Optimization exercise on an open flow, not production practice. RTL: at most simulated, not proved equivalent. Function not checked: run 6. Power: default activity.

==> design/flow/design.v <==
package csr_index_pkg;
    parameter int INDEX_WIDTH   = 32;
    parameter int ADDRESS_WIDTH = 32;
    parameter int SHIFT_WIDTH   = 5;
    typedef logic [INDEX_WIDTH-1:0]   index_t;
    typedef logic [ADDRESS_WIDTH-1:0] address_t;
    typedef logic [SHIFT_WIDTH-1:0]   shift_t;
endpackage
`timescale 1ns/1ns
module csr_index_sequencer
(
    input  logic   ap_clk,
    input  logic   areset_generator,
    input  logic   config_valid,
    input  csr_index_pkg::index_t   config_index_start,
    input  csr_index_pkg::index_t   config_index_end,
    input  csr_index_pkg::index_t   config_stride,
    input  csr_index_pkg::address_t config_base_address,
    input  csr_index_pkg::shift_t   config_shift_amount,
    input  logic   config_shift_left,
    input  logic   stage_ready,
    output logic   idle,
    output logic   done,
    output logic   gen_valid,
    output csr_index_pkg::index_t   gen_index,
    output csr_index_pkg::address_t base_address,
    output csr_index_pkg::shift_t   rotate_amount,
    output logic   shift_left
);
    logic                  valid;
    logic                  done_reg;
    csr_index_pkg::index_t count;
    csr_index_pkg::index_t end_reg;
    csr_index_pkg::index_t stride_reg;
    logic                  accept;
    logic                  advance;
    logic                  start_more;
    logic                  step_more;
    assign accept  = config_valid && !valid;
    assign advance = valid && stage_ready;
    csr_index_pkg::index_t unused_start_total;
    logic                  start_borrow;
    csr_prefix_adder #(.WIDTH(csr_index_pkg::INDEX_WIDTH)) i_start_compare (
        .a         (config_index_start),
        .b         (~config_index_end),
        .carry_in  (1'b1),
        .sum       (unused_start_total),
        .carry_out (start_borrow)
    );
    assign start_more = !start_borrow;
    logic [csr_index_pkg::INDEX_WIDTH:0]   csa_a, csa_b, csa_c, csa_sum, csa_carry;
    logic [csr_index_pkg::INDEX_WIDTH:0]   unused_csa_total;
    logic                                  step_borrow;
    always_comb begin
        csa_a     = {1'b0, count};
        csa_b     = {1'b0, stride_reg};
        csa_c     = ~{1'b0, end_reg};
        csa_sum   = csa_a ^ csa_b ^ csa_c;
        csa_carry = (csa_a & csa_b) | (csa_a & csa_c) | (csa_b & csa_c);
    end
    csr_prefix_adder #(.WIDTH(csr_index_pkg::INDEX_WIDTH+1)) i_step_compare (
        .a         (csa_sum),
        .b         ({csa_carry[csr_index_pkg::INDEX_WIDTH-1:0], 1'b0}),
        .carry_in  (1'b1),
        .sum       (unused_csa_total),
        .carry_out (step_borrow)
    );
    assign step_more = !step_borrow;
    csr_index_pkg::index_t step_index;
    logic                  unused_carry;
    csr_prefix_adder #(.WIDTH(csr_index_pkg::INDEX_WIDTH)) i_count_adder (
        .a         (count),
        .b         (stride_reg),
        .carry_in  (1'b0),
        .sum       (step_index),
        .carry_out (unused_carry)
    );
    always_ff @(posedge ap_clk) begin
        if (areset_generator) begin
            valid    <= 1'b0;
            done_reg <= 1'b0;
        end else begin
            done_reg <= (accept && !start_more) || (advance && !step_more);
            if (accept) begin
                valid <= start_more;
            end else if (advance) begin
                valid <= step_more;
            end
        end
    end
    always_ff @(posedge ap_clk) begin
        if (accept) begin
            count <= config_index_start;
        end else if (advance) begin
            count <= step_index;
        end
    end
    always_ff @(posedge ap_clk) begin
        if (accept) begin
            end_reg      <= config_index_end;
            stride_reg   <= config_stride;
            base_address <= config_base_address;
            rotate_amount <= config_shift_left ? config_shift_amount
                                                : -config_shift_amount;
            shift_left   <= config_shift_left;
        end
    end
    assign idle      = !valid;
    assign done      = done_reg;
    assign gen_valid = valid;
    assign gen_index = count;
endmodule
`timescale 1ns/1ns
module csr_address_map
(
    input  logic     ap_clk,
    input  logic     stage_enable,
    input  csr_index_pkg::address_t base_address,
    input  csr_index_pkg::shift_t   rotate_amount,
    input  logic     shift_left,
    input  csr_index_pkg::index_t   gen_index,
    output csr_index_pkg::index_t   map_index,
    output csr_index_pkg::address_t map_address
);
    csr_index_pkg::address_t offset;
    csr_index_pkg::address_t offset_reg;
    csr_index_pkg::address_t base_reg;
    csr_index_pkg::address_t rotated;
    csr_index_pkg::address_t keep;
    always_comb begin
        rotated = gen_index;
        for (int k = 0; k < csr_index_pkg::SHIFT_WIDTH; k++) begin
            if (rotate_amount[k]) begin
                rotated = (rotated << (1 << k)) |
                          (rotated >> (csr_index_pkg::ADDRESS_WIDTH - (1 << k)));
            end
        end
        for (int i = 0; i < csr_index_pkg::ADDRESS_WIDTH; i++) begin
            if (shift_left) begin
                keep[i] = i >= rotate_amount;
            end else begin
                keep[i] = (rotate_amount == '0) || (i < rotate_amount);
            end
        end
        offset = rotated & keep;
    end
    always_ff @(posedge ap_clk) begin
        if (stage_enable) begin
            map_index  <= gen_index;
            offset_reg <= offset;
            base_reg   <= base_address;
        end
    end
    logic unused_carry;
    csr_prefix_adder #(.WIDTH(csr_index_pkg::ADDRESS_WIDTH)) i_address_adder (
        .a         (base_reg),
        .b         (offset_reg),
        .carry_in  (1'b0),
        .sum       (map_address),
        .carry_out (unused_carry)
    );
endmodule
module csr_prefix_adder
#(
    parameter int WIDTH = 32
) (
    input  logic [WIDTH-1:0] a,
    input  logic [WIDTH-1:0] b,
    input  logic             carry_in,
    output logic [WIDTH-1:0] sum,
    output logic             carry_out
);
    localparam int LEVELS = $clog2(WIDTH);
    logic [WIDTH-1:0] p;
    logic [WIDTH-1:0] g [LEVELS+1];
    logic [WIDTH-1:0] t [LEVELS+1];
    logic [WIDTH:0]   carry;
    always_comb begin
        p    = a ^ b;
        g[0] = a & b;
        t[0] = p;
        g[0][0] = (a[0] & b[0]) | (p[0] & carry_in);
        for (int l = 0; l < LEVELS; l++) begin
            for (int i = 0; i < WIDTH; i++) begin
                if (((i >> l) & 1) == 1) begin
                    g[l+1][i] = g[l][i] | (t[l][i] & g[l][((i >> l) << l) - 1]);
                    t[l+1][i] = t[l][i] & t[l][((i >> l) << l) - 1];
                end else begin
                    g[l+1][i] = g[l][i];
                    t[l+1][i] = t[l][i];
                end
            end
        end
        carry[0] = carry_in;
        for (int i = 0; i < WIDTH; i++) begin
            carry[i+1] = g[LEVELS][i];
        end
        sum       = p ^ carry[WIDTH-1:0];
        carry_out = carry[WIDTH];
    end
endmodule
`timescale 1ns/1ns
module request_fifo
(
    input  logic     ap_clk,
    input  logic     stage_enable,
    input  csr_index_pkg::index_t   push_index,
    input  csr_index_pkg::address_t push_address,
    output csr_index_pkg::index_t   request_index,
    output csr_index_pkg::address_t request_address
);
    always_ff @(posedge ap_clk) begin
        if (stage_enable) begin
            request_index   <= push_index;
            request_address <= push_address;
        end
    end
endmodule
`timescale 1ns/1ns
module csr_index_generator
(
    input  logic     ap_clk,
    input  logic     areset_generator,
    input  logic     config_valid,
    input  csr_index_pkg::index_t   config_index_start,
    input  csr_index_pkg::index_t   config_index_end,
    input  csr_index_pkg::index_t   config_stride,
    input  csr_index_pkg::address_t config_base_address,
    input  csr_index_pkg::shift_t   config_shift_amount,
    input  logic     config_shift_left,
    input  logic     request_ready,
    output logic     idle,
    output logic     done,
    output logic     request_valid,
    output csr_index_pkg::index_t   request_index,
    output csr_index_pkg::address_t request_address
);
    logic                    stage1_ready;
    logic                    stage2_ready;
    logic                    gen_valid;
    csr_index_pkg::index_t   gen_index;
    csr_index_pkg::address_t base_address;
    csr_index_pkg::shift_t   rotate_amount;
    logic                    shift_left;
    logic                    map_valid;
    csr_index_pkg::index_t   map_index;
    csr_index_pkg::address_t map_address;
    assign stage2_ready = !request_valid || request_ready;
    assign stage1_ready = !map_valid || stage2_ready;
    csr_index_sequencer i_csr_index_sequencer (
        .ap_clk              (ap_clk),
        .areset_generator    (areset_generator),
        .config_valid        (config_valid),
        .config_index_start  (config_index_start),
        .config_index_end    (config_index_end),
        .config_stride       (config_stride),
        .config_base_address (config_base_address),
        .config_shift_amount (config_shift_amount),
        .config_shift_left   (config_shift_left),
        .stage_ready         (stage1_ready),
        .idle                (idle),
        .done                (done),
        .gen_valid           (gen_valid),
        .gen_index           (gen_index),
        .base_address        (base_address),
        .rotate_amount       (rotate_amount),
        .shift_left          (shift_left)
    );
    always_ff @(posedge ap_clk) begin
        if (areset_generator) begin
            map_valid     <= 1'b0;
            request_valid <= 1'b0;
        end else begin
            if (stage1_ready) begin
                map_valid     <= gen_valid;
            end
            if (stage2_ready) begin
                request_valid <= map_valid;
            end
        end
    end
    csr_address_map i_csr_address_map (
        .ap_clk       (ap_clk),
        .stage_enable (stage1_ready),
        .base_address (base_address),
        .rotate_amount (rotate_amount),
        .shift_left   (shift_left),
        .gen_index    (gen_index),
        .map_index    (map_index),
        .map_address  (map_address)
    );
    request_fifo i_request_fifo (
        .ap_clk          (ap_clk),
        .stage_enable    (stage2_ready),
        .push_index      (map_index),
        .push_address    (map_address),
        .request_index   (request_index),
        .request_address (request_address)
    );
endmodule
==> design/flow/flow/run.sh <==
#!/bin/bash
# Standard layout, with plain buffers (instead of delay cells) on the ports
set -euo pipefail
bash standard.sh "BUFFER_PORTS_ARGS=-buffer_cell sky130_fd_sc_hd__buf_2" finish > standard.log 2>&1
==> design/flow/standard.sh <==
#!/bin/bash
# synth_recipe.tcl (not shown) runs the flow's synth.tcl, then flattens the netlist and writes it again
# the make line also repeats each setting of config.mk as NAME=value (left out here)
make -C /OpenROAD-flow-scripts/flow DESIGN_CONFIG=/design/flow/config.mk WORK_HOME=/design/flow/orfs CLKGATE_MAP_FILE= SYNTH_SCRIPT=/design/flow/synth_recipe.tcl "${@:-finish}"
==> design/flow/config.mk <==
export PLATFORM = sky130hd
export DESIGN_NAME = csr_index_generator
export DESIGN_NICKNAME = csr_index_generator
export VERILOG_FILES = /design/flow/design.v
export SDC_FILE = /design/flow/constraint.sdc
export NUM_CORES = 4
export LEC_CHECK = 0
export CAP_MARGIN = 20
export CORE_MARGIN = 2
export CORE_UTILIZATION = 40
export SETUP_SLACK_MARGIN = 4.0
export SLEW_MARGIN = 20
==> design/flow/constraint.sdc <==
create_clock -name core_clock -period 7.0 [get_ports {ap_clk}]
set_input_delay 1.4000 -clock core_clock [delete_from_list [all_inputs] [get_ports {ap_clk}]]
set_output_delay 1.4000 -clock core_clock [all_outputs]
set_load 0.01 [all_outputs]
==> metrics.md, run 1 <==
| Metric | Value |
|---|---|
| WP data required | `approximately 7.4 ns` |
| Outcome | `timing/DRC/antenna clean` |
| HP Start | `i_csr_index_sequencer.base_address[26]` |
| Nets@finish | `about 1900` |
| EDFF count, synth | `294` |
| Worst skew pair latency | `0.54 ns` |
| Cell Area, Synth | `between 0.015 and 0.02 mm²` |
| First-pass GRT wire length | `61.50 mm` |
| Final Max Slew Viols | `0` |
| Die X | `between 200 and 250 µm` |
| Top_reg_cell synth | `edfxtp_1` |
| Hold Vio Cnt, Final | `0` |
| Max_cap viols | `0` |
| Post-route setup slack | `between 4 and 5 ns` |
| Syn_nets | `between 1500 and 2000` |
| Worst path bufs/invs | `2` |
| # IOs | `between 200 and 250` |
| Floorplan die height | `about 210 µm` |
| Reg2reg path depth | `12` |
| Iteration-0 DRC Markers | `roughly 580` |
| Slew margin rel. | `0.4112` |
| Peak supply drop | `between 0.15 and 0.2 mV` |
| Post-DP HPWL | `just under 30 mm` |
| Total track usage | `0.1829` |
| Multi-input logic area | `slightly above 0.007 mm²` |
| CP max-delay cell | `or3_4` |
| Worst Setup Start Kind | `input port` |
| Avg Inst Size Synth | `~12 µm²` |
| Gpl congestion | `~0.85` |
| # port buffers | `about 200` |
| Worst r2r src | `i_csr_index_sequencer.count[13]` |
| CP max FO | `2` |
| First-pass DRT Iterations | `5` |
| Dpl ws | `around 3.5 ns` |
| Antenna Violating Nets Remaining | `0` |
| Capture point of the worst reg-to-reg path | `i_csr_index_sequencer.done_reg` |
| DRC viols | `0` |
| Row cnt | `74` |
| Clk sinks | `about 300` |
| CTS root buffer | `clkbuf_16` |
| Starting density of the core | `0.4064` |
| Die ar. | `between 0.04 and 0.05 mm²` |
| Sequential fraction of the synthesis area | `0.5344` |
| H-tree Lvls | `2` |
| GRT met2 Usage | `0.3054` |
| Final setup viols | `0` |
| Hold-fix buffers, CTS | `0` |
| CTS Buf Count | `35` |
| Vias in the first global route | `approximately 11000` |
| Most common cell after layout, fill and taps aside | `edfxtp_1` |
| Gr ovfl total | `0` |
| Register-to-register setup slack | `a little over 4 ns` |
| Crit path largest cell delay | `0.46 ns` |
| Core Area | `between 0.04 and 0.05 mm²` |
| Grt met3 use | `0.03442` |
| Filler cells | `~3600` |
| Post-route cell area | `approximately 0.020 mm²` |
| Leak | `between 0.008 and 0.009 µW` |
| Tcrit/Tclk final | `0.4243` |
| WL/cell | `18.32 µm` |
| Area Growth Syn to Fin | `17.89%` |
| #FFs+latches synth | `a little under 300` |
| Worst Hold Depth | `0` |
| Setup_tns | `0 ns` |
| Worst min path class | `reg -> reg` |
| CP delay by family, top | `simple AND/OR/NAND/NOR gates` |
| Worst-Margin Slew | `between 0.8 and 0.9 ns` |
| Final wirelength | `between 30 and 40 mm` |
| Power density over cell area | `about 350 mW/mm²` |
| Placed Area | `around 0.018 mm²` |
| Clock transition at path regs | `around 0.060 ns` |
| Synthesized instance count | `roughly 1400` |
| Layout cells sized above 1 | `0.2219` |
| Ys async rst share | `0` |
| Sequential cell area | `just under 0.009 mm²` |
| RSZ-0062 raised after global routing | `yes` |
| Clock buffer depth | `3` |
| Synth unique cells | `between 70 and 80` |
| Critical setup path kind | `in -> reg` |
| Diode count | `0` |
| Most frequent cells in the layout | `edfxtp_1, buf_2, inv_1, nand2_1, ha_1` |
| Critical Path AT | `around 3.4 ns` |
| Met1 usage | `0.2406` |
| Crit end category | `flip-flop` |
| Pin count of the biggest net entering global routing | `100` |
| YS warnings | `10` |
| Initial antenna violation count | `0` |
| Critical path, cell by cell | `buf_2, inv_1, ha_1, nand4_1, or3_4, or3_1, nor2_1, a31oi_1, a31oi_1, nor3_1` |
| Hold Path End | `i_csr_address_map.base_reg[26]` |
| Most used cell, CP | `a31oi_1` |
| Clock Skews | `0.02197 ns` |
| Final worst path period need | `2.970 ns` |
| Routed vias | `between 10000 and 15000` |
| Vias per Instance | `a little over 5` |
| Busiest grt layer | `met2` |
| CTS tree | `done` |
| Maximum clock frequency | `around 0.34 GHz` |
| Worst setup path startpoint | `config_index_end[31]` |
-- worst register-to-register path, stage by stage (launching register included) --
cell and delay (ns):
edfxtp_1 0.38, inv_1 0.08, fa_1 0.54, inv_1 0.04, ha_1 0.31, nand4_1 0.16, nor3_1 0.09, a2111oi_1 0.37
o211ai_1 0.25, a211oi_2 0.23, o21ai_1 0.13, nor2_1 0.13, a21oi_1 0.07
-- kinds of logic after synthesis --
group | after synthesis | synth area share
simple gates | 318 | 0.08482
compound gates | 272 | 0.1072
mux | 57 | 0.05847
flops | 298 | 0.5344
fa+ha+maj | 166 | 0.1435
buf+inv | 198 | 0.04691
xor+xnor | 47 | 0.02469
-- cell type report --
cell class              count  share of cell area
well taps                 532             0.03387
inverters                 154             0.02986
multi-input cells         860              0.3587
flip-flops and latches    298              0.4533
clock inverters            20             0.01178
clock buffers              42             0.04807
repair buffers            235             0.06443
-- synthesized netlist by cell type, types with 9 or more instances --
| master | instances | area share |
|---|---|---|
| xnor2_1 | 25 | 0.013 |
| o22ai_1 | 13 | 0.0049 |
| a21o_1 | 31 | 0.014 |
| buf_2 | 9 | 0.0027 |
| edfxtp_1 | 294 | 0.53 |
| nand2_1 | 153 | 0.034 |
| mux2i_1 | 22 | 0.013 |
| nor3_1 | 21 | 0.0063 |
| fa_1 | 42 | 0.050 |
| mux4_2 | 32 | 0.043 |
| o21ai_0 | 59 | 0.018 |
| nor2_1 | 78 | 0.018 |
| clkbuf_1 | 24 | 0.0054 |
| and2_1 | 11 | 0.0041 |
| inv_1 | 153 | 0.034 |
| ha_1 | 124 | 0.093 |
| a21oi_1 | 74 | 0.022 |
| nand4_1 | 13 | 0.0049 |
| xor2_1 | 22 | 0.012 |
| o31ai_1 | 10 | 0.0045 |
| o21a_1 | 13 | 0.0059 |
-- metal layers --
metal / vias up / part of all wire
li1: 5404 / -
met1: 5333 / 0.44
met2: 288 / 0.48
met3: 68 / 0.049
met4: 0 / 0.030
met5: - / 0
-- worst max path at each step --
| stage | cells past startpoint | to | slack [ns] |
|---|---|---|---|
| finish | 10 | i_csr_index_sequencer.valid | 4.03 |
| global route | 12 | i_csr_index_sequencer.done_reg | 3.96 |
| CTS | 10 | i_csr_index_sequencer.done_reg | 4.01 |
| detailed placement | 10 | i_csr_index_sequencer.valid | 3.52 |
| global placement | 10 | i_csr_index_sequencer.valid | 3.53 |
| floorplan | 9 | i_csr_index_sequencer.valid | 4.02 |
-- what timing repair did --
item | in CTS | in global routing
setup buffers | 7 | 14
gates resized for setup | 3 | 9
hold endpoints to repair | 0 | 0
pin swaps | 1 | 3
setup endpoints to repair | 18 | 9
-- power by group --
part	switching (µW)	leakage (µW)	internal [µW]
clock	717	0.000571	1150
combinational	1300	0.00489	991
sequential	231	0.00306	2500
-- per-stage QoR --
stage          hold slack [ns]  cells    util  power, µW
4_1_cts                 0.4131   2127  0.4757       6915
3_5_place_dp            0.4045   2058  0.4456       4994
5_1_grt                 0.4188   2141  0.4791       7347
3_3_place_gp            0.4007   2058  0.4456       4956
2_1_floorplan           0.4003   1356       -       4250
6_report                0.4111   2141  0.4791       6888
Testbench counts, summed over its fixed seeds: cycles 27,423, items 23,020.
==> run 2, diff against run 1 <==
--- a/design/flow/config.mk
+++ b/design/flow/config.mk
@@ -9,3 +9,3 @@
 export CORE_MARGIN = 2
-export CORE_UTILIZATION = 40
+export CORE_UTILIZATION = 65
 export SETUP_SLACK_MARGIN = 4.0
==> run 2 against run 1 <==
Still clean on timing, DRC and antenna. Flip-flop and latch count is the same. Maximum frequency is 2.4% higher. Clock-buffer cell count decreased by 4. First-iteration DRC count increased by 68%. Clock power decreased by 16%. Cell count is 9.8% lower. Critical endpoint is now i_csr_index_sequencer.count[31]. Largest power group unchanged.
==> metrics.md, run 2 <==
| Metric | Value |
|---|---|
| Outcome | `timing/DRC/antenna clean` |
| Nets@finish | `1881 (-0.37%)` |
| CTS tree | `done` |
| RSZ-0062 raised after global routing | `no` |
| Gpl congestion | `0.8738 (+2.5%)` |
| Top cell type by total area after synthesis | `edfxtp_1` |
| Ys async rst share | `0 (unchanged)` |
| Vias per Instance | `5.807 (+12%)` |
| Worst min path class | `reg -> reg` |
| Vias in the first global route | `10950 (-3.4%)` |
| Most frequent cells in the layout | `edfxtp_1, buf_2, inv_1, nand2_1, ha_1` |
| Synth unique cells | `72 (unchanged)` |
| CP max FO | `7 (+5)` |
| EDFF count, synth | `294 (unchanged)` |
| YS warnings | `10 (unchanged)` |
| Hold Vio Cnt, Final | `0 (unchanged)` |
| Most common cell after layout, fill and taps aside | `edfxtp_1` |
| Worst hold slack | `0.4010 ns (-0.01017 ns)` |
| Critical setup path kind | `reg -> reg` |
| WP data required | `7.38 ns (-0.05 ns)` |
| First-pass DRT Iterations | `5 (unchanged)` |
| Final setup viols | `0 (unchanged)` |
| H-tree Lvls | `1 (-1)` |
| Setup_tns | `0 ns (unchanged)` |
| Clock transition at path regs | `0.07 ns (about the same)` |
| Die X | `164.1 µm (-21%)` |
| Synth top area share | `0.5296 (unchanged)` |
| Clk sinks | `298 (unchanged)` |
| # port buffers | `204 (unchanged)` |
| CTS Buf Count | `31 (-11%)` |
| Worst Setup Start Kind | `flip-flop` |
| Leak | `0.008410 µW (-1.3%)` |
| WL/cell | `18.91 µm (+3.2%)` |
| # IOs | `205 (unchanged)` |
| Peak supply drop | `0.2613 mV (+53%)` |
| Final worst path period need | `2.900 ns (-0.07038 ns)` |
| Pin count of the biggest net entering global routing | `100 (unchanged)` |
| Worst skew pair latency | `0.56 ns (+0.02 ns)` |
| Cell Area, Synth | `0.01667 mm² (unchanged)` |
| Slew margin rel. | `0.4474 (+0.03619)` |
| Row cnt | `58 (-22%)` |
| Worst r2r src | `i_csr_index_sequencer.count[25]` |
| HP Start | `i_csr_address_map.map_index[30]` |
| Iteration-0 DRC Markers | `981 (+68%)` |
| Top cells by count, synth | `edfxtp_1, inv_1, nand2_1` |
| Worst setup path startpoint | `i_csr_index_sequencer.count[25]` |
| Synthesized instance count | `1356 (unchanged)` |
| Starting density of the core | `0.6620 (+0.2556)` |
| Maximum clock frequency | `0.3448 GHz (+2.4%)` |
| Syn_nets | `1660 (unchanged)` |
| Top_reg_cell synth | `edfxtp_1` |
| Final Max Slew Viols | `0 (unchanged)` |
| Tcrit/Tclk final | `0.4143 (-0.01005)` |
| Critical Path AT | `3.28 ns (-0.12 ns)` |
| Crit end category | `flip-flop` |
| Diode count | `0 (unchanged)` |
| Ranking of synthesized cells by area | `edfxtp_1, ha_1, fa_1` |
| Routed vias | `11220 (+1.1%)` |
| Avg Inst Size Synth | `12.29 µm² (unchanged)` |
| First-pass GRT wire length | `57.04 mm (-7.3%)` |
| Layout cells sized above 1 | `0.2172 (-0.004648)` |
| Max_cap viols | `0 (unchanged)` |
| Final wirelength | `36.53 mm (-6.9%)` |
| CTS root buffer | `clkbuf_16` |
| Core Area | `0.02518 mm² (-39%)` |
| Clock Skews | `0.01996 ns (-0.002014 ns)` |
| Worst-Margin Slew | `0.8289 ns (-0.05428 ns)` |
| Floorplan die height | `164.1 µm (-21%)` |
| Gr ovfl total | `0 (unchanged)` |
| Post-DP HPWL | `26.63 mm (-7.9%)` |
| Initial antenna violation count | `0 (unchanged)` |
| Clock buffer depth | `3 (unchanged)` |
| Area Growth Syn to Fin | `15.02%` |
| Power density over cell area | `344.0 mW/mm² (-1.8%)` |
| Most common cell in the netlist | `edfxtp_1` |
| Die ar. | `0.02694 mm² (-38%)` |
| DRC viols | `0 (unchanged)` |
| Sequential fraction of the synthesis area | `0.5344 (unchanged)` |
| Total track usage | `0.2737 (+0.09081)` |
| Antenna Violating Nets Remaining | `0 (unchanged)` |
| #FFs+latches synth | `298 (unchanged)` |
run 2: worst max-delay path: stages (launching register included):
cell and delay (ns):
edfxtp_1 0.56, ha_1 0.46, a21o_1 0.25, a21o_1 0.22
a21o_1 0.19, a21o_1 0.18, a21oi_1 0.29, a31oi_2 0.19
o21a_1 0.21, o31ai_2 0.18
run 2: cell type report:
class	instances	area, µm²
inverter	154	584.3
multi-input combinational	860	7064
clock inverter	20	156.4
timing repair buffer	232	1235
sequential	298	8909
fill	1661	6008
tap	330	412.9
clock buffer	38	812.0
run 2: final timing paths:
| path | endpoint | slack [ns] | depth (start not counted) |
|---|---|---|---|
| max | i_csr_index_sequencer.count[31] | 4.10 | 9 |
| min | i_request_fifo.request_index[30] | 0.40 | 0 |
| min reg2reg | i_request_fifo.request_index[30] | 0.40 | 0 |
| max reg2reg | i_csr_index_sequencer.count[31] | 4.10 | 9 |
run 2: per-stage QoR:
stage | utilization | cells | power (µW) | cell area, µm² | setup slack [ns]
floorplan | - | 1356 | 4250 | 16710 | 4.022
global placement | 0.7156 | 1857 | 4871 | 18020 | 3.632
detailed placement | 0.7156 | 1857 | 4961 | 18020 | 3.581
CTS | 0.7571 | 1923 | 6573 | 19060 | 3.995
global route | 0.7614 | 1932 | 6996 | 19170 | 4.002
finish | 0.7614 | 1932 | 6596 | 19170 | 4.100
run 2: where the power goes:
group / internal, µW / switching (µW) / leakage [µW] / total [µW]
logic: 990 / 1300 / 0.00488 / 2290
clock network: 897 / 672 / 0.000479 / 1570
registers: 2500 / 232 / 0.00306 / 2740
total: 4390 / 2210 / 0.00841 / 6600
run 2: metal layers:
layer	vias to the layer above	GRT usage	routed length, µm
li1	5380	-	-
met1	5358	0.3662	14850
met2	414	0.4745	18380
met3	67	0.03207	2245
met4	0	0.07935	1052
met5	-	0	0
run 2: repair_timing:
item                                   in CTS  in global routing
hold buffers                                0                  0
setup endpoints to repair                  19                 16
buffers inserted                            8                  9
endpoints found under the hold margin       0                  0
pin swaps                                   2                  6
resized for setup                           4                  9
run 2: kinds of logic (layout without fill, tap and decap cells):
kind of cell,Yosys count,in the layout,share of synthesized area
buf+inv,198,444,0.04691
mux,57,57,0.05847
xor+xnor,47,47,0.02469
flops,298,298,0.5344
fa+ha+maj,166,166,0.1435
compound gates,272,272,0.1072
simple gates,318,318,0.08482
==> run 3, diff against run 2 <==
--- a/design/flow/config.mk
+++ b/design/flow/config.mk
@@ -10,2 +10,3 @@
 export CORE_UTILIZATION = 65
+export CTS_BUF_LIST = sky130_fd_sc_hd__clkbuf_4
 export SETUP_SLACK_MARGIN = 4.0
==> run 3 against run 2 <==
Cell count increased by 3.4%. Global-route usage up 0.58 points. Flip-flop and latch count unchanged. Still clean on timing, DRC and antenna. Worst hold slack worse by 0.0031 ns. Register-to-register slack got worse by 0.04 ns. Via count grew 2.9%. Maximum frequency down 1.2%.
==> metrics.md, run 3 <==
| Metric | Value |
|---|---|
| Outcome | `timing/DRC/antenna clean` |
| # port buffers | `204 (unchanged)` |
| Most used cell, CP | `a21o_1` |
| Worst Setup Start Kind | `flip-flop` |
| Sequential fraction of the synthesis area | `0.5344 (unchanged)` |
| Maximum clock frequency | `0.3405 GHz (-1.2%)` |
| Die X | `164.1 µm (unchanged)` |
| Initial antenna violation count | `1 (+1)` |
| Critical setup path kind | `reg -> reg` |
| WP data required | `7.51 ns (+0.13 ns)` |
| Power density over cell area | `341.7 mW/mm² (-0.67%)` |
| First-pass GRT wire length | `57.59 mm (+0.98%)` |
| Most frequent cells in the layout | `edfxtp_1, buf_2, inv_1, nand2_1, ha_1` |
| Final setup viols | `0 (unchanged)` |
| First-pass DRT Iterations | `6 (+1)` |
| Post-route cell area | `0.01918 mm² (about the same)` |
| Core Area | `0.02518 mm² (unchanged)` |
| Crit path largest cell delay | `0.56 ns (about the same)` |
| Starting density of the core | `0.6620 (unchanged)` |
| Synth unique cells | `72 (unchanged)` |
| Clock buffer depth | `3 (unchanged)` |
| Layout cells sized above 1 | `0.2521 (+0.03487)` |
| CP max FO | `7 (unchanged)` |
| WL/cell | `18.41 µm (-2.7%)` |
| Vias per Instance | `5.781 (-0.45%)` |
| Filler cells | `1664 (+0.18%)` |
| Multi-input logic area | `0.007061 mm² (about the same)` |
| Dpl ws | `3.581 ns (unchanged)` |
| Crit end category | `flip-flop` |
| Antenna Violating Nets Remaining | `0 (unchanged)` |
| Leak | `0.008509 µW (+1.2%)` |
| DRC viols | `0 (unchanged)` |
| Peak supply drop | `0.1749 mV (-33%)` |
| Gpl congestion | `0.8738 (unchanged)` |
| Ys async rst share | `0 (unchanged)` |
| Hold Vio Cnt, Final | `0 (unchanged)` |
| #FFs+latches synth | `298 (unchanged)` |
| Row cnt | `58 (unchanged)` |
| Clk sinks | `298 (unchanged)` |
| Top cell type by total area after synthesis | `edfxtp_1` |
| Placed Area | `0.01802 mm² (unchanged)` |
| Tcrit/Tclk final | `0.4195 (+0.005217)` |
| Critical Path AT | `3.44 ns (+0.16 ns)` |
| Post-DP HPWL | `26.63 mm (unchanged)` |
| Synth top area share | `0.5296 (unchanged)` |
| Setup_tns | `0 ns (unchanged)` |
| Vias in the first global route | `11420 (+4.3%)` |
| Worst-Margin Slew | `0.8377 ns (+0.008806 ns)` |
| Routed vias | `11540 (+2.9%)` |
| Ranking of synthesized cells by area | `edfxtp_1, ha_1, fa_1` |
| Clock transition at path regs | `0.07 ns (about the same)` |
| Hold-fix buffers, CTS | `0 (unchanged)` |
| Synthesized instance count | `1356 (unchanged)` |
| Final wirelength | `36.76 mm (+0.62%)` |
| Top cells by count, synth | `edfxtp_1, inv_1, nand2_1` |
| Syn_nets | `1660 (unchanged)` |
| Final worst path period need | `2.937 ns (+0.03652 ns)` |
| Max_cap viols | `0 (unchanged)` |
| Gr ovfl total | `0 (unchanged)` |
| Most common cell after layout, fill and taps aside | `edfxtp_1` |
| Pin count of the biggest net entering global routing | `100 (unchanged)` |
| Iteration-0 DRC Markers | `900 (-8.3%)` |
| Total track usage | `0.2795 (+0.005844)` |
| YS warnings | `10 (unchanged)` |
| CP max-delay cell | `edfxtp_1` |
| Worst skew pair latency | `0.70 ns (+0.14 ns)` |
| EDFF count, synth | `294 (unchanged)` |
| Slew margin rel. | `0.4415 (-0.005870)` |
| Sequential cell area | `0.008909 mm² (unchanged)` |
| Die ar. | `0.02694 mm² (unchanged)` |
| Floorplan die height | `164.1 µm (unchanged)` |
| Most common cell in the netlist | `edfxtp_1` |
| CTS tree | `done` |
| CTS Buf Count | `77 (+150%)` |
| Cell Area, Synth | `0.01667 mm² (unchanged)` |
| Final Max Slew Viols | `0 (unchanged)` |
| Nets@finish | `1927 (+2.4%)` |
| Area Growth Syn to Fin | `15.09% (about the same)` |
| Critical path, cell by cell | `ha_1, a21o_1, a21o_1, a21o_1, a21o_1, a21oi_1, a31oi_2, o21a_1, o31ai_2` |
| Clock Skews | `0.04725 ns (+0.02729 ns)` |
| CTS root buffer | `clkbuf_4` |
| Top_reg_cell synth | `edfxtp_1` |
| # IOs | `205 (unchanged)` |
| RSZ-0062 raised after global routing | `yes` |
| Post-route setup slack | `4.063 ns (-0.03652 ns)` |
| Avg Inst Size Synth | `12.29 µm² (unchanged)` |
| Worst min path class | `reg -> reg` |
| H-tree Lvls | `3 (+2)` |
[run 3: path summary, 6_finish.rpt]
kind / from / endpoint / slack [ns] / cells after the start
setup / recovery: i_csr_index_sequencer.count[25] / i_csr_index_sequencer.count[31] / 4.06 / 9
hold / removal: i_csr_index_sequencer.base_address[23] / i_csr_address_map.base_reg[23] / 0.40 / 0
setup reg to reg: i_csr_index_sequencer.count[25] / i_csr_index_sequencer.count[31] / 4.06 / 9
hold reg to reg: i_csr_index_sequencer.base_address[23] / i_csr_address_map.base_reg[23] / 0.40 / 0
[run 3: area by class of cell]
class                           count  share of cell area
Sequential cell                   298              0.4644
Multi-Input combinational cell    860              0.3680
Timing Repair Buffer              232             0.06418
Clock buffer                      109             0.04265
Inverter                          154             0.03046
Tap cell                          330             0.02152
Clock inverter                     13            0.008674
Antenna cell                        1           0.0001304
[run 3: critical path: cells and delay by family (launching register included)]
family | cells | cell delay, ns
adder cells (fa/ha/maj) | 1 | 0.46
flip-flops | 1 | 0.56
AO/OA/AOI/OAI | 8 | 1.72
[run 3: timing repair]
action                                  in CTS  in global routing
setup buffers                                8                  9
endpoints found under the setup margin      19                 16
pin swaps                                    3                  3
gates resized for setup                      4                  6
[run 3: per-stage QoR]
stage            util  power, µW  cells  hold WS [ns]
3_3_place_gp   0.7156       4871   1857        0.4008
5_1_grt        0.7619       6991   1997        0.4038
6_report       0.7619       6555   1997        0.3978
4_1_cts        0.7577       6551   1987        0.3906
2_1_floorplan       -       4250   1356        0.4003
3_5_place_dp   0.7156       4961   1857        0.4045
[run 3: layer usage]
metal | GRT usage | part of all wire | up-vias
met3 | 0.05303 | 0.063 | 84
li1 | - | - | 5509
met4 | 0.1128 | 0.035 | 0
met1 | 0.3579 | 0.41 | 5489
met2 | 0.4719 | 0.50 | 462
met5 | 0 | 0 | -
[run 3: report_power, final]
group | internal, µW | switching [µW] | leakage, µW
sequential | 2500 | 235 | 0.00306
combinational | 986 | 1290 | 0.00487
clock | 857 | 681 | 0.000579
[run 3: kinds of logic (layout without fill, tap and decap cells)]
| kind of cell | Yosys count | after routing | share of synthesized area |
|---|---|---|---|
| buf+inv | 198 | 508 | 0.04691 |
| xor+xnor | 47 | 47 | 0.02469 |
| compound gates | 272 | 272 | 0.1072 |
| flops | 298 | 298 | 0.5344 |
| fa+ha+maj | 166 | 166 | 0.1435 |
| other cells | 0 | 1 | 0 |
| simple gates | 318 | 318 | 0.08482 |
| mux | 57 | 57 | 0.05847 |
==> run 4, diff against run 3 <==
==> design/flow/flow/run.sh (replaced) <==
#!/bin/bash
# Standard layout, with plain buffers (instead of delay cells) on the ports
set -euo pipefail
bash standard.sh "BUFFER_PORTS_ARGS=-buffer_cell sky130_fd_sc_hd__buf_1" finish > standard.log 2>&1
--- a/design/flow/config.mk
+++ b/design/flow/config.mk
@@ -10,3 +10,2 @@
 export CORE_UTILIZATION = 65
-export CTS_BUF_LIST = sky130_fd_sc_hd__clkbuf_4
 export SETUP_SLACK_MARGIN = 4.0
==> run 4 against run 3 <==
Clock skew decreased by 0.031 ns. Non-clock buffer count increased by 6. Power increased by 2.0%. Still clean. Clock power increased by about 10%. Worst hold slack improved by 0.0097 ns. Wire length decreased by 1.7%. Sequential power about the same. Maximum frequency increased by 0.92%.
==> metrics.md, run 4 <==
| Metric | Value |
|---|---|
| Critical Path AT | `3.33 ns (-0.11 ns)` |
| Area Growth Syn to Fin | `14.22%` |
| H-tree Lvls | `1 (-2)` |
| Vias per Instance | `5.817 (+0.63%)` |
| Tcrit/Tclk final | `0.4157 (-0.003843)` |
| Initial antenna violation count | `0 (-1)` |
| Synth top area share | `0.5296 (unchanged)` |
| Pint | `4480 µW (+3.1%)` |
| Register-to-register setup slack | `4.09 ns (+0.03 ns)` |
| CTS root buffer | `clkbuf_16` |
| Leak | `0.007910 µW (-7.0%)` |
| EDFF count, synth | `294 (unchanged)` |
| Syn_nets | `1660 (unchanged)` |
| Diode count | `0 (-1)` |
| Slew margin rel. | `0.4332 (-0.008373)` |
| Most common cell after layout, fill and taps aside | `edfxtp_1` |
| # port buffers | `204 (unchanged)` |
| Synthesized instance count | `1356 (unchanged)` |
| Worst min path class | `reg -> reg` |
| Antenna Violating Nets Remaining | `0 (unchanged)` |
| Sequential share of power | `0.409 (-0.009)` |
| Power density over cell area | `351.0 mW/mm² (+2.7%)` |
| CP max FO | `2 (-5)` |
| # IOs | `205 (unchanged)` |
| CTS tree | `done` |
| WP data required | `7.42 ns (-0.09 ns)` |
| Outcome | `timing/DRC/antenna clean` |
| Top cells by count, synth | `edfxtp_1, inv_1, nand2_1` |
| Hold-fix buffers, CTS | `0 (unchanged)` |
| Most frequent cells in the layout | `edfxtp_1, buf_1, inv_1, nand2_1, ha_1` |
| Post-DP HPWL | `26.07 mm (-2.1%)` |
| WL/cell | `18.66 µm (+1.4%)` |
| Nets@finish | `1887 (-2.1%)` |
| Setup_tns | `0 ns (unchanged)` |
| Top cell type by total area after synthesis | `edfxtp_1` |
| Core Area | `0.02518 mm² (unchanged)` |
| Starting density of the core | `0.6620 (unchanged)` |
| Clock transition at path regs | `0.06 ns (about the same)` |
| Clock buffer depth | `3 (unchanged)` |
| Final wirelength | `36.14 mm (-1.7%)` |
| Clock network power share | `0.254 (+0.019)` |
| GRT met2 Usage | `0.4637 (-0.008178)` |
| Maximum clock frequency | `0.3437 GHz (+0.92%)` |
| Avg Inst Size Synth | `12.29 µm² (unchanged)` |
| Vias in the first global route | `10990 (-3.8%)` |
| Synth unique cells | `72 (unchanged)` |
| Critical path, cell by cell | `inv_1, fa_1, inv_1, ha_1, a21oi_1, nor3_1, a2111oi_1, o211ai_1, a211oi_2, o21ai_1, nor2_1, a21oi_1` |
| Max_cap viols | `0 (unchanged)` |
| Sequential fraction of the synthesis area | `0.5344 (unchanged)` |
| Final setup viols | `0 (unchanged)` |
| Ys async rst share | `0 (unchanged)` |
| Grt met3 use | `0.03485 (-0.01818)` |
| Crit path largest cell delay | `0.53 ns (-0.03 ns)` |
| Critical setup path kind | `reg -> reg` |
| YS warnings | `10 (unchanged)` |
| Switch Pwr | `2203 µW (-0.31%)` |
| Gpl congestion | `0.9250 (+5.9%)` |
| Peak supply drop | `0.2469 mV (+41%)` |
| Worst-Margin Slew | `0.8503 ns (+0.01256 ns)` |
| Ranking of synthesized cells by area | `edfxtp_1, ha_1, fa_1` |
| CP max-delay cell | `fa_1` |
| Row cnt | `58 (unchanged)` |
| Die X | `164.1 µm (unchanged)` |
| RSZ-0062 raised after global routing | `yes` |
| First-pass GRT wire length | `56.32 mm (-2.2%)` |
| Pin count of the biggest net entering global routing | `100 (unchanged)` |
| Final Max Slew Viols | `0 (unchanged)` |
| Layout Cells excl Fill | `1937 (-3.0%)` |
| Iteration-0 DRC Markers | `879 (-2.3%)` |
| Clock Skews | `0.01655 ns (-0.03070 ns)` |
| CTS Buf Count | `31 (-60%)` |
| Die ar. | `0.02694 mm² (unchanged)` |
| Clk sinks | `298 (unchanged)` |
| Combinational power share | `0.337 (-0.011)` |
| #FFs+latches synth | `298 (unchanged)` |
| Worst Setup Start Kind | `flip-flop` |
| Hold Vio Cnt, Final | `0 (unchanged)` |
| Sw Ratio | `0.3296 (-0.007506)` |
| Gr ovfl total | `0 (unchanged)` |
| Met1 usage | `0.3663 (+0.008395)` |
| Crit end category | `flip-flop` |
| Cell Area, Synth | `0.01667 mm² (unchanged)` |
| Placed Cells | `1857 (unchanged)` |
| DRC viols | `0 (unchanged)` |
| Top_reg_cell synth | `edfxtp_1` |
| Most common cell in the netlist | `edfxtp_1` |
| Worst skew pair latency | `0.55 ns (-0.15 ns)` |
| Routed vias | `11270 (-2.4%)` |
| First-pass DRT Iterations | `7 (+1)` |
| Floorplan die height | `164.1 µm (unchanged)` |
| Layout cells sized above 1 | `0.09459 (-0.1575)` |
| Busiest grt layer | `met2` |
| Final worst path period need | `2.910 ns (-0.02690 ns)` |
| Total track usage | `0.2702 (-0.009311)` |
| Worst hold slack | `0.4075 ns (+0.009658 ns)` |
[run 4: changes by cell type in the layout (fill, tap and decap cells not counted), moves of 4 or more]
| cell | before | now |
|---|---|---|
| buf_4 | 28 | 33 |
| clkbuf_1 | 0 | 4 |
| clkbuf_4 | 109 | 0 |
| clkinv_2 | 4 | 8 |
| buf_2 | 204 | 0 |
| buf_1 | 0 | 204 |
| clkbuf_16 | 0 | 31 |
[run 4: layout make-up]
class | instances | area [µm²]
Fill cell | 1682 | 6141
Clock buffer | 35 | 790.8
Sequential cell | 298 | 8909
Multi-Input combinational cell | 860 | 7051
Clock inverter | 22 | 262.8
Tap cell | 330 | 412.9
Timing Repair Buffer | 238 | 1028
Inverter | 154 | 586.8
[run 4: cells by family after synthesis]
group,Yosys count,synth area share
compound gates,272,0.1072
xor+xnor,47,0.02469
fa+ha+maj,166,0.1435
buf+inv,198,0.04691
flops,298,0.5344
mux,57,0.05847
simple gates,318,0.08482
[run 4: critical path: cells and delay by family (launching register included)]
family | cells | cell delay (ns)
flops | 1 | 0.36
fa+ha+maj | 2 | 0.83
buf+inv | 2 | 0.11
simple gates | 2 | 0.21
compound gates | 6 | 1.27
[run 4: power groups by stage]
stage          registers [µW]  logic [µW]  clock network [µW]
2_1_floorplan            2790        1460                   0
5_1_grt                  2780        2510                1790
4_1_cts                  2770        2150                1720
3_5_place_dp             2820        2090                   0
3_3_place_gp             2810        2020                   0
6_report                 2740        2250                1700
[run 4: what timing repair did]
item | 4_1_cts | 5_1_grt
hold endpoints to repair | 0 | 0
setup endpoints to repair | 16 | 10
resized for setup | 4 | 11
buffers inserted | 5 | 18
pin swaps | 1 | 6
[run 4: worst paths after layout]
path,start,endpoint,cells past startpoint
worst max-delay path,i_csr_index_sequencer.count[7],i_csr_index_sequencer.done_reg,12
worst min-delay path,i_csr_index_sequencer.base_address[19],i_csr_address_map.base_reg[19],0
worst max register to register,i_csr_index_sequencer.count[7],i_csr_index_sequencer.done_reg,12
worst min register to register,i_csr_index_sequencer.base_address[19],i_csr_address_map.base_reg[19],0
[run 4: metrics by stage]
step                      setup WS [ns]  instance area, µm²    util  total power, µW
final                             4.090               19040  0.7561             6684
after global routing              3.872               19040  0.7561             7084
after CTS                         3.894               18870  0.7492             6650
after detailed placement          3.207               17760  0.7055             4915
after global placement            3.326               17760  0.7055             4827
after floorplan                   4.022               16710       -             4250
[run 4: per-layer routing]
layer | vias up | share of wire
li1 | 5396 | -
met1 | 5412 | 0.41
met2 | 402 | 0.50
met3 | 58 | 0.065
met4 | 0 | 0.025
met5 | - | 0
==> run 5, diff against run 4 <==
==> design/flow/flow/run.sh (replaced) <==
#!/bin/bash
# Standard layout, with plain buffers (instead of delay cells) on the ports
set -euo pipefail
bash standard.sh "BUFFER_PORTS_ARGS=-buffer_cell sky130_fd_sc_hd__buf_2" finish > standard.log 2>&1
--- a/design/flow/config.mk
+++ b/design/flow/config.mk
@@ -9,3 +9,4 @@
 export CORE_MARGIN = 2
-export CORE_UTILIZATION = 65
+export CORE_UTILIZATION = 75
+export CTS_BUF_LIST = sky130_fd_sc_hd__clkbuf_8
 export SETUP_SLACK_MARGIN = 4.0
==> run 5 against run 4 <==
Still clean. Non-clock buffer count is 1 lower. Die area is 13% lower. Flip-flop and latch count stayed put. Setup slack worse by 0.031 ns. Worst hold slack better by 0.0028 ns. Register-to-register slack worse by 0.03 ns. Largest cell class unchanged.
==> metrics.md, run 5 <==
| Metric | Value |
|---|---|
| Die X | `153.1 µm (-6.7%)` |
| Outcome | `timing/DRC/antenna clean` |
| # IOs | `205 (unchanged)` |
| Gr ovfl total | `0 (unchanged)` |
| Top_reg_cell synth | `edfxtp_1` |
| Iteration-0 DRC Markers | `1320 (+50%)` |
| Final worst path period need | `2.941 ns (+0.03112 ns)` |
| Antenna Violating Nets Remaining | `0 (unchanged)` |
| Ranking of synthesized cells by area | `edfxtp_1, ha_1, fa_1` |
| Vias in the first global route | `12400 (+13%)` |
| Final Max Slew Viols | `0 (unchanged)` |
| Power density over cell area | `346.1 mW/mm² (-1.4%)` |
| Slew margin rel. | `0.4159 (-0.01730)` |
| Area Growth Syn to Fin | `14.41%` |
| Worst skew pair latency | `0.58 ns (+0.03 ns)` |
| Peak supply drop | `0.2155 mV (-13%)` |
| Vias per Instance | `6.363 (+9.4%)` |
| Setup_tns | `0 ns (unchanged)` |
| Worst hold slack | `0.4103 ns (+0.002815 ns)` |
| Sequential cell area | `0.008909 mm² (unchanged)` |
| Reg2reg path depth | `12 (unchanged)` |
| Clock transition at path regs | `0.06 ns (about the same)` |
| Routed vias | `12150 (+7.9%)` |
| Post-DP HPWL | `27.53 mm (+5.6%)` |
| Die ar. | `0.02344 mm² (-13%)` |
| Avg Inst Size Synth | `12.29 µm² (unchanged)` |
| Hold-fix buffers, CTS | `0 (unchanged)` |
| Floorplan die height | `153.1 µm (-6.7%)` |
| Clock network power share | `0.211 (-0.043)` |
| Most common cell after layout, fill and taps aside | `edfxtp_1` |
| HP Start | `i_csr_index_sequencer.base_address[13]` |
| # port buffers | `204 (unchanged)` |
| Row cnt | `54 (-6.9%)` |
| Pint | `4240 µW (-5.4%)` |
| Diode count | `0 (unchanged)` |
| CP max-delay cell | `fa_1` |
| EDFF count, synth | `294 (unchanged)` |
| Sequential share of power | `0.416 (+0.007)` |
| Initial antenna violation count | `0 (unchanged)` |
| YS warnings | `10 (unchanged)` |
| Syn_nets | `1660 (unchanged)` |
| #FFs+latches synth | `298 (unchanged)` |
| Most frequent cells in the layout | `edfxtp_1, buf_2, inv_1, nand2_1, ha_1` |
| Register-to-register setup slack | `4.06 ns (-0.03 ns)` |
| Cell Area, Synth | `0.01667 mm² (unchanged)` |
| CTS tree | `done` |
| Worst r2r src | `i_csr_index_sequencer.count[3]` |
| Crit end category | `flip-flop` |
| Synth top area share | `0.5296 (unchanged)` |
| WP data required | `7.45 ns (+0.03 ns)` |
| Critical Path AT | `3.39 ns (+0.06 ns)` |
| CTS Buf Count | `47 (+52%)` |
| RSZ-0062 raised after global routing | `yes` |
| First-pass GRT wire length | `63.77 mm (+13%)` |
| Most common cell in the netlist | `edfxtp_1` |
| Worst-Margin Slew | `0.8762 ns (+0.02596 ns)` |
| Max_cap viols | `0 (unchanged)` |
| Critical path, cell by cell | `inv_1, fa_1, inv_1, ha_1, o21ai_0, a21oi_1, o41ai_1, o211ai_1, a211oi_2, o21ai_1, nor2_1, a21oi_1` |
| Ys async rst share | `0 (unchanged)` |
| Worst min path class | `reg -> reg` |
| Clock Skews | `0.03117 ns (+0.01462 ns)` |
| Nets@finish | `1902 (+0.79%)` |
| Worst Setup Start Kind | `flip-flop` |
| H-tree Lvls | `2 (+1)` |
| Final setup viols | `0 (unchanged)` |
| Combinational power share | `0.373 (+0.036)` |
| CP delay by family, top | `compound AO/OA/AOI/OAI gates` |
| Worst Hold Depth | `0 (unchanged)` |
| Crit path largest cell delay | `0.55 ns (+0.02 ns)` |
| Pin count of the biggest net entering global routing | `100 (unchanged)` |
| Top cells by count, synth | `edfxtp_1, inv_1, nand2_1` |
| Synth unique cells | `72 (unchanged)` |
| Maximum clock frequency | `0.3400 GHz (-1.1%)` |
| Sequential fraction of the synthesis area | `0.5344 (unchanged)` |
| Clock buffer depth | `3 (unchanged)` |
| Sw Ratio | `0.3575 (+0.02791)` |
| Critical setup path kind | `reg -> reg` |
| Filler cells | `1006 (-40%)` |
| Gpl congestion | `0.9040 (-2.3%)` |
| Tcrit/Tclk final | `0.4201 (+0.004446)` |
| Final wirelength | `40.97 mm (+13%)` |
| Synthesized instance count | `1356 (unchanged)` |
| Hold Path End | `i_csr_address_map.base_reg[13]` |
| Worst setup path startpoint | `i_csr_index_sequencer.count[3]` |
| First-pass DRT Iterations | `9 (+2)` |
| Top cell type by total area after synthesis | `edfxtp_1` |
| Capture point of the worst reg-to-reg path | `i_csr_index_sequencer.done_reg` |
| Starting density of the core | `0.7638 (+0.1019)` |
| CTS root buffer | `clkbuf_8` |
| Switch Pwr | `2360 µW (+7.1%)` |
| CP max FO | `4 (+2)` |
| Leak | `0.008445 µW (+6.8%)` |
| Hold Vio Cnt, Final | `0 (unchanged)` |
| Multi-input logic area | `0.007102 mm² (+0.73%)` |
| WL/cell | `21.45 µm (+15%)` |
| Total track usage | `0.3477 (+0.07745)` |
| Core Area | `0.02182 mm² (-13%)` |
| Clk sinks | `298 (unchanged)` |
| DRC viols | `0 (unchanged)` |
| Layout cells sized above 1 | `0.2282 (+0.1336)` |
| Worst path bufs/invs | `2 (unchanged)` |
[run 5: worst reg2reg max path, cell delays in order (launching register included)]
cell and delay [ns]:
edfxtp_1 0.43, inv_1 0.09, fa_1 0.55, inv_1 0.06
ha_1 0.32, o21ai_0 0.12, a21oi_1 0.10, o41ai_1 0.30
o211ai_1 0.26, a211oi_2 0.27, o21ai_1 0.15, nor2_1 0.12
a21oi_1 0.07
[run 5: logic make-up after synthesis]
| logic type | synth area share |
|---|---|
| AOI/OAI and AO/OA | 0.1072 |
| xor gates and xnor gates | 0.02469 |
| adders and majority gates | 0.1435 |
| buffers and inverters | 0.04691 |
| DFF | 0.5344 |
| muxes | 0.05847 |
| and+or+nand+nor | 0.08482 |
[run 5: area by class of cell]
type	count	area share
well taps	280	0.01837
repair buffers	237	0.06652
clock inverters	30	0.008201
multi-input cells	860	0.3724
flip-flops and latches	298	0.4671
clock buffers	51	0.03680
inverters	154	0.03064
[run 5: power groups by stage]
stage / Clock (µW) / Combinational (µW) / Sequential, µW
6_report: 1390 / 2460 / 2750
5_1_grt: 1470 / 2670 / 2780
4_1_cts: 1390 / 2350 / 2740
3_5_place_dp: 0 / 2190 / 2820
3_3_place_gp: 0 / 2060 / 2790
2_1_floorplan: 0 / 1460 / 2790
[run 5: metrics by stage]
stage | setup WS [ns] | util | area, µm² | std cells | power, µW
2_1_floorplan | 4.022 | - | 16710 | 1356 | 4250
3_3_place_gp | 3.692 | 0.8228 | 17960 | 1807 | 4846
3_5_place_dp | 3.629 | 0.8228 | 17960 | 1807 | 5002
4_1_cts | 4.009 | 0.8686 | 18960 | 1904 | 6480
5_1_grt | 3.827 | 0.8739 | 19070 | 1910 | 6920
6_report | 4.059 | 0.8739 | 19070 | 1910 | 6600
[run 5: per-layer routing]
layer  GRT usage  part of all wire
met1      0.4369              0.36
met2      0.6037              0.51
met3     0.05756             0.086
met4      0.1477             0.046
met5           0                 0
[run 5: repair_timing]
item	in CTS	in global routing
pin swaps	3	6
gates resized for setup	6	14
buffers inserted	16	6
setup endpoints to repair	23	19
[run 5: worst max path at each step]
stage,cells past startpoint,endpoint
5_1_grt,12,i_csr_index_sequencer.done_reg
6_report,12,i_csr_index_sequencer.done_reg
3_3_place_gp,6,i_csr_index_sequencer.count[27]
2_1_floorplan,9,i_csr_index_sequencer.valid
4_1_cts,10,i_csr_index_sequencer.count[22]
3_5_place_dp,6,i_csr_index_sequencer.count[27]
==> run 6, diff against run 5 <==
--- a/design/flow/design.v
+++ b/design/flow/design.v
@@ -91,3 +91,3 @@
     always_ff @(posedge ap_clk) begin
-        if (accept) begin
+        if (!valid) begin
             count <= config_index_start;
@@ -98,3 +98,3 @@
     always_ff @(posedge ap_clk) begin
-        if (accept) begin
+        if (!valid) begin
             end_reg      <= config_index_end;
--- a/design/flow/config.mk
+++ b/design/flow/config.mk
@@ -9,3 +9,3 @@
 export CORE_MARGIN = 2
-export CORE_UTILIZATION = 75
+export CORE_UTILIZATION = 65
 export CTS_BUF_LIST = sky130_fd_sc_hd__clkbuf_8
==> run 6 against run 5 <==
Die area grew 16%. Non-clock buffer count increased by 3. Global-route usage shrank 7.6 points. Sequential power about the same. Sequential share of layout area decreased by 1.2 points. Core utilization decreased by 10 points. Flip-flop and latch count is the same. Via count decreased by 7.6%. Synthesized cell count shrank 2.0%.
==> metrics.md, run 6 <==
| Metric | Value |
|---|---|
| Synthesized instance count | `1329 (-2.0%)` |
| Peak supply drop | `0.2292 mV (+6.4%)` |
| Critical Path AT | `3.36 ns (-0.03 ns)` |
| #FFs+latches synth | `298 (unchanged)` |
| Pin count of the biggest net entering global routing | `68 (-32%)` |
| Floorplan die height | `165.1 µm (+7.9%)` |
| Iteration-0 DRC Markers | `727 (-45%)` |
| Avg Inst Size Synth | `12.70 µm² (+3.3%)` |
| Register-to-register setup slack | `3.95 ns (-0.11 ns)` |
| Worst-Margin Slew | `0.9030 ns (+0.02674 ns)` |
| Worst hold slack | `0.4101 ns (-0.0001920 ns)` |
| Outcome | `timing/DRC/antenna clean` |
| Crit end category | `flip-flop` |
| WP data required | `7.31 ns (-0.14 ns)` |
| Vias in the first global route | `11100 (-10%)` |
| First-pass GRT wire length | `56.39 mm (-12%)` |
| Clock Skews | `0.03149 ns (+0.0003251 ns)` |
| Setup_tns | `0 ns (unchanged)` |
| Routed vias | `11230 (-7.6%)` |
| Clk sinks | `298 (unchanged)` |
| Ys async rst share | `0 (unchanged)` |
| Max_cap viols | `0 (unchanged)` |
| CTS root buffer | `clkbuf_8` |
| Gpl congestion | `0.8749 (-3.2%)` |
| First-pass DRT Iterations | `5 (-4)` |
| Hold Vio Cnt, Final | `0 (unchanged)` |
| Maximum clock frequency | `0.3279 GHz (-3.6%)` |
| Post-DP HPWL | `26.15 mm (-5.0%)` |
| YS warnings | `10 (unchanged)` |
| CP max-delay cell | `edfxtp_1` |
| Final worst path period need | `3.049 ns (+0.1086 ns)` |
| Gr ovfl total | `0 (unchanged)` |
| Leak | `0.008598 µW (+1.8%)` |
| Sequential fraction of the synthesis area | `0.5278 (-0.006616)` |
| Ranking of synthesized cells by area | `edfxtp_1, ha_1, fa_1` |
| Syn_nets | `1633 (-1.6%)` |
| Power density over cell area | `338.6 mW/mm² (-2.2%)` |
| Clock transition at path regs | `0.06 ns (about the same)` |
| EDFF count, synth | `294 (unchanged)` |
| Total track usage | `0.2720 (-0.07566)` |
| Most common cell in the netlist | `edfxtp_1` |
| Synth unique cells | `67 (-6.9%)` |
| Vias per Instance | `5.799 (-8.9%)` |
| Post-route setup slack | `3.951 ns (-0.1086 ns)` |
| Starting density of the core | `0.6664 (-0.09741)` |
| Final Max Slew Viols | `0 (unchanged)` |
| Cell Area, Synth | `0.01688 mm² (+1.3%)` |
| WL/cell | `19.06 µm (-11%)` |
| Worst skew pair latency | `0.59 ns (about the same)` |
| Die X | `165.1 µm (+7.9%)` |
| Placed Area | `0.01826 mm² (+1.7%)` |
| Area Growth Syn to Fin | `16.10%` |
| Most frequent cells in the layout | `edfxtp_1, buf_2, inv_1, ha_1, a21oi_1` |
| Top cell type by total area after synthesis | `edfxtp_1` |
| Tcrit/Tclk final | `0.4356 (+0.01551)` |
| Filler cells | `1634 (+62%)` |
| Most common cell after layout, fill and taps aside | `edfxtp_1` |
| Initial antenna violation count | `1 (+1)` |
| Die ar. | `0.02727 mm² (+16%)` |
| DRC viols | `0 (unchanged)` |
| Critical path, cell by cell | `ha_2, fa_2, a21o_1, and3_4, o31ai_4, a211oi_4, o21a_1, a21bo_1, a21oi_2, xnor2_1, mux2_2` |
| Worst min path class | `reg -> reg` |
| Nets@finish | `1874 (-1.5%)` |
| Clock buffer depth | `3 (unchanged)` |
| CTS Buf Count | `48 (+2.1%)` |
| Core Area | `0.02533 mm² (+16%)` |
| Synth top area share | `0.5231 (-0.006556)` |
| Worst Setup Start Kind | `flip-flop` |
| Post-route cell area | `0.01960 mm² (+2.7%)` |
| Final setup viols | `0 (unchanged)` |
| Critical setup path kind | `reg -> reg` |
| CTS tree | `done` |
| Top cells by count, synth | `edfxtp_1, inv_1, ha_1` |
| Diode count | `0 (unchanged)` |
| Slew margin rel. | `0.3980 (-0.01783)` |
| Layout cells sized above 1 | `0.2694 (+0.04123)` |
| # IOs | `205 (unchanged)` |
| Final wirelength | `36.92 mm (-9.9%)` |
| Top_reg_cell synth | `edfxtp_1` |
| Dpl ws | `3.193 ns (-0.4357 ns)` |
| RSZ-0062 raised after global routing | `yes` |
| Antenna Violating Nets Remaining | `0 (unchanged)` |
| # port buffers | `204 (unchanged)` |
| H-tree Lvls | `2 (unchanged)` |
| Crit path largest cell delay | `0.41 ns (-0.14 ns)` |
| Row cnt | `58 (+7.4%)` |
| CP max FO | `3 (-1)` |
==> run 6: cell count changes after synthesis, sizes merged, moves of 7 or more <==
cell    change
xnor2       +7
nor2       -16
nand2      -86
or2         +8
a21oi      +10
clkbuf      +9
nor2b      +16
o21a        -7
o31ai       -7
o21ai      +10
nor3       -12
mux2       +44
==> run 6: stage by stage <==
step	power, µW	instances	utilization
after CTS	6542	1925	0.7631
final	6635	1937	0.7737
after global routing	7053	1937	0.7737
after detailed placement	5080	1825	0.7208
after floorplan	4371	1329	-
after global placement	4979	1825	0.7208
==> run 6: critical path: cells and delay by family, from the launching register on <==
family          cells  cell delay [ns]
flops               1             0.41
fa+ha+maj           2             0.59
xor+xnor            1             0.09
compound gates      6             1.20
mux                 1             0.27
simple gates        1             0.20
==> run 6: area by class of cell <==
cell class | count | area, µm² | share of cell area
Multi-Input combinational cell | 827 | 7477 | 0.3816
Tap cell | 330 | 412.9 | 0.02107
Sequential cell | 298 | 8909 | 0.4546
Inverter | 155 | 610.6 | 0.03116
Clock buffer | 48 | 660.6 | 0.03371
Clock inverter | 39 | 227.7 | 0.01162
Timing Repair Buffer | 240 | 1299 | 0.06628
==> run 6: final timing paths <==
kind / from / cells past startpoint / end
hold reg to reg: i_csr_address_map.map_index[0] / 0 / i_request_fifo.request_index[0]
setup / recovery: i_csr_index_sequencer.count[0] / 11 / i_csr_index_sequencer.count[27]
setup reg to reg: i_csr_index_sequencer.count[0] / 11 / i_csr_index_sequencer.count[27]
hold / removal: i_csr_address_map.map_index[0] / 0 / i_request_fifo.request_index[0]
==> run 6: timing repair <==
action	CTS	global route
hold buffers	0	0
pin swaps	9	17
setup endpoints to repair	27	23
resized for setup	21	32
setup buffers	13	12
==> run 6: kinds of logic after synthesis <==
logic type / Yosys count / share of synthesized area
xor gates and xnor gates: 53 / 0.02750
AOI/OAI and AO/OA: 280 / 0.1044
and+or+nand+nor: 224 / 0.06375
muxes: 104 / 0.08888
DFF: 298 / 0.5278
adders and majority gates: 166 / 0.1417
buffers and inverters: 204 / 0.04596
==> run 6: power breakdown <==
group	leakage [µW]	total (µW)	internal (µW)	switching (µW)
sequential	0.00314	2730	2500	227
combinational	0.00495	2520	1150	1370
clock	0.000512	1390	718	674
==> run 6: metal layers <==
layer | GRT usage | share of wire
met1 | 0.3526 | 0.40
met2 | 0.4572 | 0.49
met3 | 0.03996 | 0.055
met4 | 0.1249 | 0.046
met5 | 0 | 0
==> run 7, diff against run 6 <==
--- a/design/flow/design.v
+++ b/design/flow/design.v
@@ -91,3 +91,3 @@
     always_ff @(posedge ap_clk) begin
-        if (!valid) begin
+        if (accept) begin
             count <= config_index_start;
@@ -98,3 +98,3 @@
     always_ff @(posedge ap_clk) begin
-        if (!valid) begin
+        if (accept) begin
             end_reg      <= config_index_end;
--- a/design/flow/config.mk
+++ b/design/flow/config.mk
@@ -11,2 +11,4 @@
 export CTS_BUF_LIST = sky130_fd_sc_hd__clkbuf_8
+export CTS_CLUSTER_DIAMETER = 60
+export CTS_CLUSTER_SIZE = 16
 export SETUP_SLACK_MARGIN = 4.0
==> run 7 against run 6 <==
Still clean on timing, DRC and antenna. Setup slack gained 0.12 ns. Final area shrank 4.1%. Synthesized cell count grew 2.0%. Cell count shrank 0.62%. Sequential share of layout area grew 2.0 points. Wire length shrank 1.7%. Maximum frequency grew 4.2%. Highest routed layer unchanged.
==> metrics.md, run 7 <==
| Metric | Value |
|---|---|
| Outcome | `timing/DRC/antenna clean` |
| Routed vias | `11280 (+0.38%)` |
| Met3 wire length | `2.012 mm (-1.0%)` |
| H-tree Lvls | `1 (-1)` |
| Synth top area share | `0.5296 (+0.006556)` |
| CTS Buf Count | `25 (-48%)` |
| DRC viols | `0 (unchanged)` |
| Final worst path period need | `2.925 ns (-0.1242 ns)` |
| Worst hold slack | `0.4180 ns (+0.007954 ns)` |
| Starting density of the core | `0.6620 (-0.004457)` |
| Worst min path class | `reg -> reg` |
| Clock transition at path regs | `0.10 ns (+0.04 ns)` |
| Met2 wire len | `18.09 mm (-0.75%)` |
| CTS root buffer | `clkbuf_8` |
| # port buffers | `204 (unchanged)` |
| First-pass GRT wire length | `56.66 mm (+0.49%)` |
| # IOs | `205 (unchanged)` |
| Vias per Instance | `5.858 (+1.0%)` |
| Clock buffer depth | `3 (unchanged)` |
| YS warnings | `10 (unchanged)` |
| Worst skew pair latency | `0.58 ns (about the same)` |
| Gpl congestion | `0.8738 (-0.13%)` |
| Peak supply drop | `0.1992 mV (-13%)` |
| Pin count of the biggest net entering global routing | `100 (+47%)` |
| Hold-fix buffers, CTS | `0 (unchanged)` |
| Antenna Violating Nets Remaining | `0 (unchanged)` |
| Placed Cells | `1857 (+1.8%)` |
| Crit end category | `flip-flop` |
| Clk sinks | `298 (unchanged)` |
| CTS tree | `done` |
| Leak | `0.008233 µW (-4.2%)` |
| Floorplan die height | `164.1 µm (-0.61%)` |
| Power density over cell area | `321.0 mW/mm² (-5.2%)` |
| Top cells by count, synth | `edfxtp_1, inv_1, nand2_1` |
| WP data required | `7.45 ns (+0.14 ns)` |
| Synth unique cells | `72 (+7.5%)` |
| Setup_tns | `0 ns (unchanged)` |
| WL/cell | `18.85 µm (-1.1%)` |
| EDFF count, synth | `294 (unchanged)` |
| Avg Inst Size Synth | `12.29 µm² (-3.2%)` |
| Layout Cells excl Fill | `1925 (-0.62%)` |
| Cell Area, Synth | `0.01667 mm² (-1.2%)` |
| Most common cell in the netlist | `edfxtp_1` |
| Reg2reg path depth | `10 (-1)` |
| Top_reg_cell synth | `edfxtp_1` |
| Met1 WL | `15.01 mm (+0.39%)` |
| Ys async rst share | `0 (unchanged)` |
| Critical Path AT | `3.37 ns (about the same)` |
| Layout cells sized above 1 | `0.2207 (-0.04876)` |
| Worst-Margin Slew | `0.8423 ns (-0.06069 ns)` |
| RSZ-0062 raised after global routing | `yes` |
| Tcrit/Tclk final | `0.4179 (-0.01775)` |
| Area Growth Syn to Fin | `12.71%` |
| Maximum clock frequency | `0.3419 GHz (+4.2%)` |
| Diode count | `0 (unchanged)` |
| Top cell type by total area after synthesis | `edfxtp_1` |
| CP max FO | `5 (+2)` |
| Vias in the first global route | `10920 (-1.6%)` |
| Gr ovfl total | `0 (unchanged)` |
| Nets@finish | `1885 (+0.59%)` |
| Final core occ | `0.7461 (-0.02764)` |
| Slew margin rel. | `0.4385 (+0.04046)` |
| Post-DP HPWL | `26.63 mm (+1.8%)` |
| Uppermost routed layer | `met4` |
| Final wirelength | `36.30 mm (-1.7%)` |
| Max_cap viols | `0 (unchanged)` |
| Hold Vio Cnt, Final | `0 (unchanged)` |
| Die ar. | `0.02694 mm² (-1.2%)` |
| Synthesized instance count | `1356 (+2.0%)` |
| Worst Setup Start Kind | `flip-flop` |
| Iteration-0 DRC Markers | `966 (+33%)` |
| Die X | `164.1 µm (-0.61%)` |
| Total Power | `6032 µW (-9.1%)` |
| Syn_nets | `1660 (+1.7%)` |
| Final setup viols | `0 (unchanged)` |
| Worst Hold Depth | `0 (unchanged)` |
| First-pass DRT Iterations | `5 (unchanged)` |
| Most common cell after layout, fill and taps aside | `edfxtp_1` |
| Ranking of synthesized cells by area | `edfxtp_1, ha_1, fa_1` |
| Total track usage | `0.2714 (-0.0006358)` |
| Sequential fraction of the synthesis area | `0.5344 (+0.006616)` |
| Row cnt | `58 (unchanged)` |
| Core Area | `0.02518 mm² (-0.57%)` |
| Critical setup path kind | `reg -> reg` |
| Final Max Slew Viols | `0 (unchanged)` |
| Filler cells | `1693 (+3.6%)` |
| Most frequent cells in the layout | `edfxtp_1, buf_2, inv_1, nand2_1, ha_1` |
| Clock Skews | `0.02240 ns (-0.009087 ns)` |
| #FFs+latches synth | `298 (unchanged)` |
| Initial antenna violation count | `0 (-1)` |
## run 7: cell types whose count changed after synthesis, moves of 6 or more
cell      delta
o31ai_1      +7
o22ai_1      +6
a21oi_1     -11
nor2b_1     -16
nand2_1     +86
o21ai_1      -8
nor3_1      +12
o21a_1       +7
mux2_2      -44
clkbuf_1     -9
nor2_1      +16
xnor2_1      -7
or2_2        -6
## run 7: repair_timing
| item | in CTS | in global routing |
|---|---|---|
| setup buffers | 10 | 17 |
| pin swaps | 3 | 13 |
| resized for setup | 5 | 16 |
| setup endpoints to repair | 19 | 10 |
## run 7: worst max-delay path, cell delays in order (launching register included)
cell and delay, ns:
edfxtp_1 0.49, fa_1 0.51, ha_1 0.34, nand4_1 0.14, nor3_1 0.08, a2111oi_1 0.39
o211ai_1 0.27, a211oi_2 0.32, o21ai_2 0.11, nor2_1 0.09, a21oi_1 0.07
## run 7: cells by family after synthesis
family	count (synthesis)	synth area share
xor+xnor	47	0.02469
buf+inv	198	0.04691
mux	57	0.05847
compound gates	272	0.1072
fa+ha+maj	166	0.1435
flops	298	0.5344
simple gates	318	0.08482
## run 7: layout make-up
type                       count  area [µm²]  share of cell area
clock buffer                  25       344.1             0.01831
clock inverter                16       118.9            0.006327
inverter                     154       584.3             0.03110
multi-input combinational    860        7109              0.3784
sequential                   298        8909              0.4742
tap                          330       412.9             0.02198
timing repair buffer         242        1310             0.06973
## run 7: worst paths after layout
kind,slack (ns),start,to
worst max-delay path,4.07,i_csr_index_sequencer.count[14],i_csr_index_sequencer.done_reg
worst min-delay path,0.42,i_csr_index_sequencer.base_address[7],i_csr_address_map.base_reg[7]
worst max register to register,4.07,i_csr_index_sequencer.count[14],i_csr_index_sequencer.done_reg
worst min register to register,0.42,i_csr_index_sequencer.base_address[7],i_csr_address_map.base_reg[7]
## run 7: where the power goes
group / internal, µW / leakage, µW / switching (µW)
registers: 2500 / 0.00306 / 225
clock network: 382 / 0.000256 / 584
logic: 1020 / 0.00492 / 1320
total: 3900 / 0.00823 / 2130
## run 7: layer usage
metal  up-vias  GRT usage
met5         -          0
met4         0    0.08931
met3        67    0.02803
met2       397     0.4623
met1      5432     0.3685
li1       5380          -
## run 7: through the flow
step / worst slack [ns] / instance area, µm²
5_1_grt: 3.925 / 18790
4_1_cts: 4.019 / 18580
3_3_place_gp: 3.632 / 18020
3_5_place_dp: 3.581 / 18020
2_1_floorplan: 4.022 / 16710
6_report: 4.075 / 18790
Testbench counts of run 7, summed over its fixed seeds: cycles 27,423, items 23,020.
